Context: an optimization exercise on an open-source flow, tuned for a short achievable clock period and few clock cycles. The choices shown serve that exercise and are no tape-out recipe.
The RTL of this run was laid out without a check of its function.
No activity file was given, so power comes from the tool's default toggle rates.

$ cat design/flow/config.mk
export PLATFORM = sky130hd
export DESIGN_NAME = mipsPipe
export DESIGN_NICKNAME = mipsPipe
export VERILOG_FILES = /design/flow/design.v
export SDC_FILE = /design/flow/constraint.sdc
export NUM_CORES = 4
export LEC_CHECK = 0
export ABC_CLOCK_PERIOD_IN_PS = 2500
export CAP_MARGIN = 35
export CORE_MARGIN = 2
export CORE_UTILIZATION = 55
export SETUP_SLACK_MARGIN = 4.0
export SLEW_MARGIN = 35
$ cat design/flow/constraint.sdc
create_clock -name core_clock -period 7.0 [get_ports {clk}]
set_input_delay 1.4000 -clock core_clock [delete_from_list [all_inputs] [get_ports {clk}]]
set_output_delay 1.4000 -clock core_clock [all_outputs]
set_load 0.01 [all_outputs]
$ cat design/flow/design.v
package mipsPkg;
	typedef struct packed {
		logic [5:0] op;
		logic [4:0] rs;
		logic [4:0] rt;
		logic [4:0] rd;
		logic [4:0] shamt;
		logic [5:0] funct;
	} rFields;
	typedef struct packed {
		logic [5:0] op;
		logic [4:0] rs;
		logic [4:0] rt;
		logic [15:0] imm;
	} iFields;
	typedef struct packed {
		logic [5:0] op;
		logic [25:0] target;
	} jFields;
	typedef union packed {
		rFields rFmt;
		iFields iFmt;
		jFields jFmt;
	} instrWord;
	typedef logic [2:0] aluCode;
	typedef enum logic [1:0] {
		fwdReg = 2'b00,
		fwdWb  = 2'b01,
		fwdMem = 2'b10
	} fwdSel;
	typedef struct packed {
		logic regWrite;
		logic memToReg;
		logic memWrite;
		logic aluSrc;
		logic regDst;
		logic branch;
		logic jump;
		aluCode aluCtl;
	} ctrlSig;
	typedef struct packed {
		logic stallF;
		logic stallD;
		logic flushD;
		logic flushE;
		logic fwdAD;
		logic fwdBD;
		fwdSel fwdAE;
		fwdSel fwdBE;
	} hazardCtl;
	typedef struct packed {
		logic [32-1:0] addr;
		logic [32-1:0] wdata;
		logic we;
	} memReq;
	typedef struct packed {
		instrWord instr;
		logic [32-1:0] pcPlus4;
	} ifIdReg;
	typedef struct packed {
		ctrlSig ctrl;
		logic [32-1:0] srcA;
		logic [32-1:0] srcB;
		logic [32-1:0] signImm;
		logic [4:0] rs;
		logic [4:0] rt;
		logic [4:0] rd;
	} idExReg;
	typedef struct packed {
		ctrlSig ctrl;
		logic [32-1:0] aluOut;
		logic [32-1:0] writeData;
		logic [4:0] writeReg;
	} exMemReg;
	typedef struct packed {
		ctrlSig ctrl;
		logic [32-1:0] readData;
		logic [32-1:0] aluOut;
		logic [4:0] writeReg;
	} memWbReg;
endpackage
`timescale 1ns/10ps
module regFile (
	input  logic clk,
	input  logic writeEn,
	input  logic [4:0] readAddrA,
	input  logic [4:0] readAddrB,
	input  logic [4:0] writeAddr,
	input  logic [32-1:0] writeData,
	output logic [32-1:0] readDataA,
	output logic [32-1:0] readDataB
);
	logic [32-1:0] regs [1:32-1];
	always_ff @(posedge clk) begin
		if (writeEn) begin
			regs[writeAddr] <= writeData;
		end
	end
	assign readDataA = (readAddrA == 5'd0) ? '0 : regs[readAddrA];
	assign readDataB = (readAddrB == 5'd0) ? '0 : regs[readAddrB];
endmodule
`timescale 1ns/10ps
module controlUnit (
	input  logic [31:0] instr,
	input  logic valid,
	output logic regWrite,
	output logic memToReg,
	output logic memWrite,
	output logic branch,
	output logic aluSrc,
	output logic sub,
	output logic selArith,
	output logic selAnd,
	output logic selOr,
	output logic selSlt,
	output logic usesRt,
	output logic [4:0] writeReg
);
	logic [5:0] op;
	logic [5:0] funct;
	logic isR, isLw, isSw, isBeq, isAddi;
	logic fAdd, fSub, fAnd, fOr, fSlt, functOk;
	assign op = instr[31:26];
	assign funct = instr[5:0];
	assign isR = op == 6'b000000;
	assign isLw = op == 6'b100011;
	assign isSw = op == 6'b101011;
	assign isBeq = op == 6'b000100;
	assign isAddi = op == 6'b001000;
	assign fAdd = funct == 6'b100000;
	assign fSub = funct == 6'b100010;
	assign fAnd = funct == 6'b100100;
	assign fOr = funct == 6'b100101;
	assign fSlt = funct == 6'b101010;
	assign functOk = fAdd || fSub || fAnd || fOr || fSlt;
	assign writeReg = isR ? instr[15:11] : instr[20:16];
	assign regWrite = valid && ((isR && functOk) || isLw || isAddi) && (writeReg != 5'd0);
	assign memToReg = valid && isLw && (writeReg != 5'd0);
	assign memWrite = valid && isSw;
	assign branch = valid && isBeq;
	assign aluSrc = !isR;
	assign sub = isR && (fSub || fSlt);
	assign selAnd = isR && fAnd;
	assign selOr = isR && fOr;
	assign selSlt = isR && fSlt;
	assign selArith = !(isR && (fAnd || fOr || fSlt));
	assign usesRt = isR || isSw || isBeq;
endmodule
`timescale 1ns/10ps
module aluUnit (
	input  logic [32-1:0] a,
	input  logic [32-1:0] bx,
	input  logic sub,
	input  logic selArith,
	input  logic selAnd,
	input  logic selOr,
	input  logic selSlt,
	output logic [32-1:0] y
);
	logic [32-1:0] sum;
	logic lt;
	prefixAddLateCin #(.W(32)) adder (.a(a), .b(bx), .cin(sub), .s(sum));
	assign lt = (a[31] == bx[31]) ? a[31] : sum[31];
	assign y = ({32{selArith}} & sum) | ({32{selAnd}} & (a & bx)) |
		({32{selOr}} & (a | bx)) | {31'd0, selSlt & lt};
endmodule
module prefixAdd #(
	parameter int W = 30,
	parameter int L = 5
) (
	input  logic [W-1:0] a,
	input  logic [W-1:0] b,
	input  logic cin,
	output logic [W-1:0] s
);
	logic [W-1:0] p0;
	logic [W-1:0] gl [L+1];
	logic [W-1:0] pl [L+1];
	assign p0 = a ^ b;
	assign gl[0] = {a[W-1:1] & b[W-1:1], (a[0] & b[0]) | (p0[0] & cin)};
	assign pl[0] = p0;
	for (genvar k = 0; k < L; k++) begin : level
		for (genvar i = 0; i < W; i++) begin : bitPos
			if (i >= (1 << k)) begin : combine
				assign gl[k+1][i] = gl[k][i] | (pl[k][i] & gl[k][i - (1 << k)]);
				assign pl[k+1][i] = pl[k][i] & pl[k][i - (1 << k)];
			end else begin : pass
				assign gl[k+1][i] = gl[k][i];
				assign pl[k+1][i] = pl[k][i];
			end
		end
	end
	assign s = p0 ^ {gl[L][W-2:0], cin};
endmodule
module prefixAddLateCin #(
	parameter int W = 32,
	parameter int L = 5
) (
	input  logic [W-1:0] a,
	input  logic [W-1:0] b,
	input  logic cin,
	output logic [W-1:0] s
);
	logic [W-1:0] p0;
	logic [W-1:0] carry;
	logic [W-1:0] gl [L+1];
	logic [W-1:0] pl [L+1];
	assign p0 = a ^ b;
	assign gl[0] = a & b;
	assign pl[0] = p0;
	for (genvar k = 0; k < L; k++) begin : level
		for (genvar i = 0; i < W; i++) begin : bitPos
			if (i >= (1 << k)) begin : combine
				assign gl[k+1][i] = gl[k][i] | (pl[k][i] & gl[k][i - (1 << k)]);
				assign pl[k+1][i] = pl[k][i] & pl[k][i - (1 << k)];
			end else begin : pass
				assign gl[k+1][i] = gl[k][i];
				assign pl[k+1][i] = pl[k][i];
			end
		end
	end
	assign carry = {gl[L][W-2:0] | (pl[L][W-2:0] & {(W-1){cin}}), cin};
	assign s = p0 ^ carry;
endmodule
`timescale 1ns/10ps
module mipsPipe (
	input  logic clk,
	input  logic reset,
	output logic [32-1:0] imemAddr,
	input  logic [32-1:0] imemData,
	output logic [32-1:0] dmemAddr,
	output logic [32-1:0] dmemWdata,
	output logic dmemWe,
	input  logic [32-1:0] dmemRdata
);
	localparam int FST_LOG = 3;
	localparam int FST_N = 1 << FST_LOG;
	logic [31:2] pc;
	logic seqF;
	logic dValid;
	logic [31:0] dInstr;
	logic [31:2] dPcPlus4;
	logic [31:2] bTargetD;
	logic [31:2] dPc;
	logic dPredF;
	logic dFetchedTaken;
	logic dPred;
	logic redirectD;
	logic eRegWrite, eMemToReg, eMemWrite, eBranch;
	logic eSub, eSelArith, eSelAnd, eSelOr, eSelSlt;
	logic ePred;
	logic [31:0] eA, eB, eOpBx;
	logic [31:2] eRecover;
	logic [4:0] eWReg;
	logic mRegWrite, mMemToReg, mMemWrite;
	logic [31:0] mAlu, mWData;
	logic [4:0] mWReg;
	logic loadStall;
	logic redirectE;
	logic [31:0] aluE;
	logic [31:2] pcPlus4F, bTargetF, jTargetF, seqNextF, fstTargetF;
	logic jumpF, fstHitF;
	assign imemAddr = {pc, 2'b00};
	assign jumpF = imemData[31:26] == 6'b000010;
	prefixAdd #(.W(30)) incF (.a(pc), .b(30'd0), .cin(1'b1), .s(pcPlus4F));
	assign jTargetF = {pcPlus4F[31:28], imemData[25:0]};
	prefixAdd #(.W(30)) brAddF (.a(pc), .b({{14{imemData[15]}}, imemData[15:0]}), .cin(1'b1),
		.s(bTargetF));
	logic fstValid [FST_N];
	logic fstTaken [FST_N];
	logic [31:2] fstKey [FST_N];
	logic [31:2] fstKeyM4 [FST_N];
	logic [31:2] fstTarget [FST_N];
	logic [FST_LOG-1:0] fstPtr;
	logic fstTakenF;
	logic installFold, installTaken;
	logic [FST_N-1:0] seqHitVec, tgtHitVec, tgtHitSeqVec, tgtHitTgtVec;
	logic [31:2] seqLuTarget, tgtLuTarget;
	logic seqLuTaken, tgtLuTaken;
	logic seqLuHitR, tgtLuHitR, luValidR, luSeqR;
	logic seqLuTakenR, tgtLuTakenR;
	logic [31:2] seqLuTargetR, tgtLuTargetR;
	always_comb begin
		seqLuTarget = '0;
		tgtLuTarget = '0;
		seqLuTaken = 1'b0;
		tgtLuTaken = 1'b0;
		for (int i = 0; i < FST_N; i++) begin
			seqHitVec[i] = fstValid[i] && fstKeyM4[i] == pc && !(instR && fstPtr == i);
			tgtHitSeqVec[i] = fstKey[i] == seqLuTargetR;
			tgtHitTgtVec[i] = fstKey[i] == tgtLuTargetR;
			tgtHitVec[i] = fstValid[i] && (luSeqR ? tgtHitSeqVec[i] : tgtHitTgtVec[i]) &&
				!(instR && fstPtr == i);
			seqLuTarget = seqLuTarget | ({30{seqHitVec[i]}} & fstTarget[i]);
			tgtLuTarget = tgtLuTarget | ({30{tgtHitVec[i]}} & fstTarget[i]);
			seqLuTaken = seqLuTaken | (seqHitVec[i] & fstTaken[i]);
			tgtLuTaken = tgtLuTaken | (tgtHitVec[i] & fstTaken[i]);
		end
	end
	always_ff @(posedge clk) begin
		if (!loadStall) begin
			seqLuHitR <= |seqHitVec;
			tgtLuHitR <= |tgtHitVec;
			seqLuTakenR <= seqLuTaken;
			tgtLuTakenR <= tgtLuTaken;
			seqLuTargetR <= seqLuTarget;
			tgtLuTargetR <= tgtLuTarget;
			luSeqR <= !fstHitF;
		end
	end
	always_ff @(posedge clk) begin
		if (reset || redirectE) begin
			luValidR <= 1'b0;
		end else if (!loadStall) begin
			luValidR <= !redirectD && !jumpF;
		end
	end
	assign fstHitF = luValidR && (luSeqR ? seqLuHitR : tgtLuHitR);
	assign fstTargetF = luSeqR ? seqLuTargetR : tgtLuTargetR;
	assign fstTakenF = luSeqR ? seqLuTakenR : tgtLuTakenR;
	assign seqNextF = fstHitF ? fstTargetF : pcPlus4F;
	always_ff @(posedge clk) begin
		if (reset) begin
			pc <= '0;
		end else if (redirectE) begin
			pc <= eRecover;
		end else if (!loadStall) begin
			if (redirectD) begin
				pc <= bTargetD;
			end else if (jumpF) begin
				pc <= jTargetF;
			end else begin
				pc <= seqNextF;
			end
		end
	end
	always_ff @(posedge clk) begin
		if (reset || redirectE) begin
			seqF <= 1'b0;
		end else if (!loadStall) begin
			seqF <= !redirectD && !jumpF && !fstHitF;
		end
	end
	assign installFold = jumpF && seqF && !loadStall && !(dValid && dPred);
	assign installTaken = redirectD;
	prefixAdd #(.W(30)) decD (.a(dPc), .b('1), .cin(1'b0), .s(dPcMinus4));
	logic instR, instTakenR;
	logic [31:2] instKeyR, instKeyM4R, instTargetR, dPcMinus4;
	always_ff @(posedge clk) begin
		if (reset) begin
			instR <= 1'b0;
		end else begin
			instR <= installFold || installTaken;
		end
	end
	always_ff @(posedge clk) begin
		instTakenR <= installTaken;
		instKeyR <= dPc;
		instKeyM4R <= dPcMinus4;
		instTargetR <= installTaken ? bTargetD : jTargetF;
	end
	always_ff @(posedge clk) begin
		if (reset) begin
			fstPtr <= '0;
			for (int i = 0; i < FST_N; i++) begin
				fstValid[i] <= 1'b0;
			end
		end else if (instR) begin
			fstValid[fstPtr] <= 1'b1;
			fstPtr <= fstPtr + 1'b1;
		end
	end
	always_ff @(posedge clk) begin
		if (instR) begin
			fstKey[fstPtr] <= instKeyR;
			fstKeyM4[fstPtr] <= instKeyM4R;
			fstTarget[fstPtr] <= instTargetR;
			fstTaken[fstPtr] <= instTakenR;
		end
	end
	always_ff @(posedge clk) begin
		if (reset || redirectE) begin
			dValid <= 1'b0;
		end else if (!loadStall) begin
			dValid <= !jumpF && !redirectD;
		end
	end
	always_ff @(posedge clk) begin
		if (!loadStall) begin
			dInstr <= imemData;
			dPcPlus4 <= pcPlus4F;
			dPc <= pc;
			dPredF <= imemData[31:26] == 6'b000100 &&
				((imemData[25:21] == imemData[20:16]) || imemData[15]);
			bTargetD <= bTargetF;
			dFetchedTaken <= fstHitF && fstTakenF;
		end
	end
	logic [4:0] rsD, rtD, wRegD;
	logic regWriteD, memToRegD, memWriteD, branchD, aluSrcD, subD;
	logic selArithD, selAndD, selOrD, selSltD, usesRtD;
	logic [31:0] rfA, rfB, dA, dB, srcAD, srcBD, immD, resultM, opBD;
	logic [4:0] rsF, rtF;
	logic fwdAE, fwdBE;
	assign rsD = dInstr[25:21];
	assign rtD = dInstr[20:16];
	controlUnit ctl (
		.instr(dInstr),
		.valid(dValid),
		.regWrite(regWriteD),
		.memToReg(memToRegD),
		.memWrite(memWriteD),
		.branch(branchD),
		.aluSrc(aluSrcD),
		.sub(subD),
		.selArith(selArithD),
		.selAnd(selAndD),
		.selOr(selOrD),
		.selSlt(selSltD),
		.usesRt(usesRtD),
		.writeReg(wRegD)
	);
	assign resultM = mMemToReg ? dmemRdata : mAlu;
	regFile rf (
		.clk(clk),
		.writeEn(mRegWrite),
		.readAddrA(rsF),
		.readAddrB(rtF),
		.writeAddr(mWReg),
		.writeData(resultM),
		.readDataA(rfA),
		.readDataB(rfB)
	);
	assign rsF = imemData[25:21];
	assign rtF = imemData[20:16];
	always_ff @(posedge clk) begin
		if (loadStall) begin
			dA <= srcAD;
			dB <= srcBD;
		end else begin
			if (eRegWrite && !eMemToReg && eWReg == rsF) begin
				dA <= aluE;
			end else if (mRegWrite && mWReg == rsF) begin
				dA <= resultM;
			end else begin
				dA <= rfA;
			end
			if (eRegWrite && !eMemToReg && eWReg == rtF) begin
				dB <= aluE;
			end else if (mRegWrite && mWReg == rtF) begin
				dB <= resultM;
			end else begin
				dB <= rfB;
			end
		end
	end
	assign srcAD = (mRegWrite && mWReg == rsD) ? resultM : dA;
	assign srcBD = (mRegWrite && mWReg == rtD) ? resultM : dB;
	assign immD = {{16{dInstr[15]}}, dInstr[15:0]};
	assign opBD = aluSrcD ? immD : (subD ? ~srcBD : srcBD);
	assign dPred = dValid && dPredF;
	assign redirectD = dPred && !dFetchedTaken && !loadStall;
	assign fwdAE = eRegWrite && eWReg == rsD;
	assign fwdBE = eRegWrite && eWReg == rtD;
	assign loadStall = dValid && eMemToReg && ((eWReg == rsD) || (usesRtD && eWReg == rtD));
	always_ff @(posedge clk) begin
		if (reset || redirectE || loadStall) begin
			eRegWrite <= 1'b0;
			eMemToReg <= 1'b0;
			eMemWrite <= 1'b0;
			eBranch <= 1'b0;
		end else begin
			eRegWrite <= regWriteD;
			eMemToReg <= memToRegD;
			eMemWrite <= memWriteD;
			eBranch <= branchD;
		end
	end
	always_ff @(posedge clk) begin
		eSub <= subD;
		eSelArith <= selArithD;
		eSelAnd <= selAndD;
		eSelOr <= selOrD;
		eSelSlt <= selSltD;
		eWReg <= wRegD;
		ePred <= dPred;
		eRecover <= dPred ? dPcPlus4 : bTargetD;
		eA <= fwdAE ? aluE : srcAD;
		eB <= fwdBE ? aluE : srcBD;
		if (fwdBE && !aluSrcD) begin
			eOpBx <= subD ? ~aluE : aluE;
		end else begin
			eOpBx <= opBD;
		end
	end
	aluUnit alu (
		.a(eA),
		.bx(eOpBx),
		.sub(eSub),
		.selArith(eSelArith),
		.selAnd(eSelAnd),
		.selOr(eSelOr),
		.selSlt(eSelSlt),
		.y(aluE)
	);
	assign redirectE = eBranch && ((eA == eB) != ePred);
	always_ff @(posedge clk) begin
		if (reset) begin
			mRegWrite <= 1'b0;
			mMemToReg <= 1'b0;
			mMemWrite <= 1'b0;
		end else begin
			mRegWrite <= eRegWrite;
			mMemToReg <= eMemToReg;
			mMemWrite <= eMemWrite;
		end
	end
	always_ff @(posedge clk) begin
		mAlu <= aluE;
		mWData <= eB;
		mWReg <= eWReg;
	end
	assign dmemAddr = mAlu;
	assign dmemWdata = mWData;
	assign dmemWe = mMemWrite;
endmodule
$ cat design/flow/flow/run.sh
#!/bin/bash
# The standard layout, with extra rounds of timing repair after global routing
# (flow/post_grt.tcl). The whole make output goes to flow_make.log here.
set -euo pipefail
export POST_GLOBAL_ROUTE_TCL="$PWD/flow/post_grt.tcl"
bash standard.sh finish > flow_make.log 2>&1
$ cat design/flow/flow/post_grt.tcl
# More timing repair on global-route parasitics before detailed routing: each round repairs,
# legalizes the placement and reroutes what changed, as global_route.tcl does once.
set rounds 3
if {[info exists ::env(EXTRA_REPAIR_ROUNDS)]} { set rounds $::env(EXTRA_REPAIR_ROUNDS) }
for {set i 0} {$i < $rounds} {incr i} {
  log_cmd estimate_parasitics -global_routing
  puts "extra repair round $i: worst slack [sta::worst_slack_cmd max]"
  repair_timing_helper
  log_cmd global_route -start_incremental
  log_cmd detailed_placement
  log_cmd global_route -end_incremental
}
log_cmd estimate_parasitics -global_routing
puts "after extra repair rounds: worst slack [sta::worst_slack_cmd max]"
$ cat design/flow/standard.sh
#!/bin/bash
# synth_recipe.tcl (not shown) runs the flow's synth.tcl, then flattens the netlist and writes it again
# the make line also repeats each setting of config.mk as NAME=value (left out here)
make -C /OpenROAD-flow-scripts/flow DESIGN_CONFIG=/design/flow/config.mk WORK_HOME=/design/flow/orfs CLKGATE_MAP_FILE= SYNTH_SCRIPT=/design/flow/synth_recipe.tcl "${@:-finish}"
==> flow_metrics.tcl <==
set metrics [dict create \
    status "timing/DRC/antenna clean" \
    portBuffers 160 \
    synth_edf_count 1909 \
    cp_slowest_stage_delay_ns 0.41 \
    grt_use_total_pct 38.5 \
    fin_tns_setup_ns 0 \
    maxSlewViolCount 0 \
    overflow 0 \
    p_sw_mw 8.62 \
    cts_tree "built" \
    path_buf_inv 7 \
    ys_warn_count 8 \
    crit_path_frequent_cell "buf_6" \
    fin_skew_ns 0.0356 \
    maxSlewHeadroom_pct 33.0 \
    ys_types 88 \
    cap_violations 0 \
    max_freq_ghz 0.303 \
    drt-total-wl_microns 383000 \
    num_vias 69300 \
    clk_pin_slew_ns 0.06 \
    hold_violations 0 \
    p_sw_share_pct 25.8 \
    p_leak_nw 43.9 \
    combPwrFrac_pct 12.4 \
    cts_root_buf "clkbuf_16" \
    cts_buffer_depth 3 \
    hold_slack_ns 0.366 \
    die_h_microns 439 \
    crit_chain "buf_6 -> buf_16 -> mux2i_4 -> buf_12 -> buf_6 -> xnor2_2 -> nor4_2 -> nand4_1 -> nor4_4 -> buf_6 -> buf_6 -> buf_16 -> a22oi_2 -> o2111ai_2" \
    postRouteAntennaNets 0 \
    cp.arrival_ns 4.02 \
    dr.pass1.iters 6 \
    die_area_sq_um 193000 \
    post-dp-hpwl_microns 216000 \
    min_period_ns 3.30 \
    viasPerCell 6.80 \
    seq_area_frac_synth_pct 62.9 \
    vdd_ir_drop_max_uv 246 \
    busiest_layer "met2" \
    core-area_sq_um 188000 \
    hold_path.class "reg2reg" \
    holdBufCountCts 0 \
    post_cts_buffers 236 \
    stdcell_area_sq_um 126000 \
    area_growth_pct 21.4 \
    path_class "reg2reg" \
    syn_inst 6856 \
    p_per_area_nw_per_um2 264 \
    antenna_found_initial 13 \
    crit_slowest_cell "nand4_1" \
    tightest_slew_ns 0.995 \
    cp-start-kind "flop" \
    cts_resized 828 \
    async_flop_share_pct 0 \
    met2_usage_pct 61.4 \
    fin_crit_sh_pct 47.1 \
    final_nets 7639 \
    drive_above_1_share_pct 28.5 \
    end_kind "flop" \
    num_io_pins 163 \
    use_met3_pct 7.30 \
    grt_first_pass_wirelength_microns 516000 \
    drt_iter0_drc 8938 \
    p_clk_share_pct 38.7 \
    grt_max_degree 93 \
    place_congestion 0.968 \
    p_int_mw 24.8 \
    synth_seq_cells 2321 \
    setup-violations-final 0 \
    clock_latency_ns 0.90 \
    required_ns 7.72 \
    syn_avg_cell_area_sq_um 15.2 \
    synth_top_flop_cell "edfxtp_1" \
    dpl-instance-area_sq_um 110000 \
    syn-cell-area_sq_um 104000 \
    start_util_pct 55.4 \
    h-tree-depth 4 \
    cts.sinks 2321 \
    rows 159 \
    die_w_microns 439 \
    grt_pass1_vias 66200 \
    seq_power_share_pct 48.9 \
    crit_path_max_fanout 8 \
    drc 0 \
    cts_buffers 234 \
    wire_per_inst_microns 37.5 \
    use_met1_pct 48.4 \
    critPathTopFamily "buffers and inverters" \
]
[power groups by stage]
stage	registers (mW)	logic, mW	clock network (mW)
3_5_place_dp	16.6	3.46	0
6_report	16.3	4.14	12.9
2_1_floorplan	16.4	1.91	0
4_1_cts	16.3	3.79	13.0
3_3_place_gp	16.6	3.41	0
[area by class of cell]
type / count / area [sq um]
clock inverter: 137 / 1470
fill: 13100 / 61500
sequential: 2321 / 65700
multi-input combinational: 3945 / 39300
antenna: 25 / 62.6
tap: 2495 / 3120
clock buffer: 307 / 6400
timing repair buffer: 779 / 9600
timing repair inverter: 6 / 30.0
inverter: 182 / 742
[metal layers]
| layer | up-vias | part of all wire (%) |
|---|---|---|
| li1 | 28300 | - |
| met1 | 35800 | 35 |
| met2 | 4230 | 47 |
| met3 | 989 | 9.2 |
| met4 | 0 | 8.3 |
| met5 | - | 0 |
[flip-flops by register name, indices dropped and copies added (netlist names), 32 cells and up]
name and flops:
dInstr 32, mAlu 32, eA 32, rf.regs 992, eB 32, fstTarget 240, fstKeyM4 240, eOpBx 32
dA 32, mWData 32, dB 32, fstKey 240
[worst paths after layout]
path | from | cells past startpoint | endpoint | slack [ns]
max | luSeqR$_DFFE_PN_ | 14 | tgtLuTargetR[10]$_DFFE_PN_ | 3.70
min | eB[6]$_DFF_P_ | 0 | mWData[6]$_DFF_P_ | 0.37
max reg2reg | luSeqR$_DFFE_PN_ | 14 | tgtLuTargetR[10]$_DFFE_PN_ | 3.70
min reg2reg | eB[6]$_DFF_P_ | 0 | mWData[6]$_DFF_P_ | 0.37
[through the flow]
stage | setup WS (ns) | util, % | std cells | power (mW)
after global placement | 1.64 | 58.1 | 9300 | 20.0
final | 3.70 | 67.3 | 10200 | 33.4
after floorplan | 3.40 | - | 6857 | 18.3
after detailed placement | 2.02 | 58.4 | 9315 | 20.1
after CTS | 3.83 | 65.8 | 10000 | 33.1
[cells in the mapped netlist (74+ instances only)]
library cell | instances | area [sq um]
o211ai_1 | 80 | 601
nor3_1 | 81 | 405
nand4_1 | 90 | 563
a22oi_1 | 100 | 751
nand2_1 | 374 | 1400
dfxtp_1 | 412 | 8250
a221oi_1 | 74 | 648
nor2_1 | 302 | 1130
mux2i_1 | 223 | 2230
clkbuf_1 | 233 | 875
xnor2_1 | 360 | 3150
buf_1 | 92 | 345
mux4_2 | 526 | 11800
nor4_1 | 118 | 738
o21ai_0 | 229 | 1150
nand3_1 | 85 | 425
a21oi_1 | 193 | 966
ha_1 | 102 | 1280
inv_1 | 181 | 679
edfxtp_1 | 1909 | 57300
xor2_1 | 300 | 2630
[cell usage in the layout (no fill, tap or decap), types with 41 or more instances in the layout]
cell type         n
edfxtp_1       1909
mux4_2          526
nand2_1         351
dfxtp_1         350
buf_4           347
xnor2_1         343
xor2_1          297
clkbuf_16       255
nor2_1          252
o21ai_0         174
a21oi_1         173
mux2i_1         173
inv_1           160
buf_12          104
a22oi_1          91
nand4_1          90
o211ai_1         80
nand3_1          78
o221ai_1         71
dlygate4sd2_1    70
nor4_1           69
nor3_1           66
ha_1             66
buf_16           64
mux2_2           62
a22o_1           62
buf_6            60
mux2i_4          57
clkinv_2         55
clkbuf_1         48
a211oi_1         41
nor2_4           41
a221oi_1         41
[kinds of logic after synthesis]
kind of cell               Yosys count  synth area share, %
DFF                               2321                 62.9
and+or+nand+nor                   1212                 5.60
AOI/OAI and AO/OA                 1124                 7.49
muxes                              843                 14.8
xor gates and xnor gates           660                 5.55
buffers and inverters              591                 2.33
adders and majority gates          104                 1.26
other                                1              0.00360

-- what the ideal ports hide --
In the flow no input, the clock included, has a driving cell. The finished layout below was timed again as built, in two steps.
Step 1 (the two cells are an assumption about what drives the block):
set clk [get_ports {clk}]
set_driving_cell -lib_cell sky130_fd_sc_hd__clkbuf_16 $clk
set_driving_cell -lib_cell sky130_fd_sc_hd__buf_2 [delete_from_list [all_inputs] $clk]
Step 2 times the ports against the registers' clock, not the clock port: input delays grow and output delays shrink by t, the midpoint of the rising clock arrivals with the driver on.
Slacks: ideal / step 1 / step 2; pairs: ideal / step 1.
t, ns: 0.988
slack for setup (ns): 3.700 / 3.700 / 2.712
worst setup path after step 2: input to register
slew at the worst register clock pin (ns): 0.07 / 0.07
After both steps this run still meets setup and hold. The setup slack of this run moves by 0.000 ns with the drivers and by -0.988 ns with both steps.
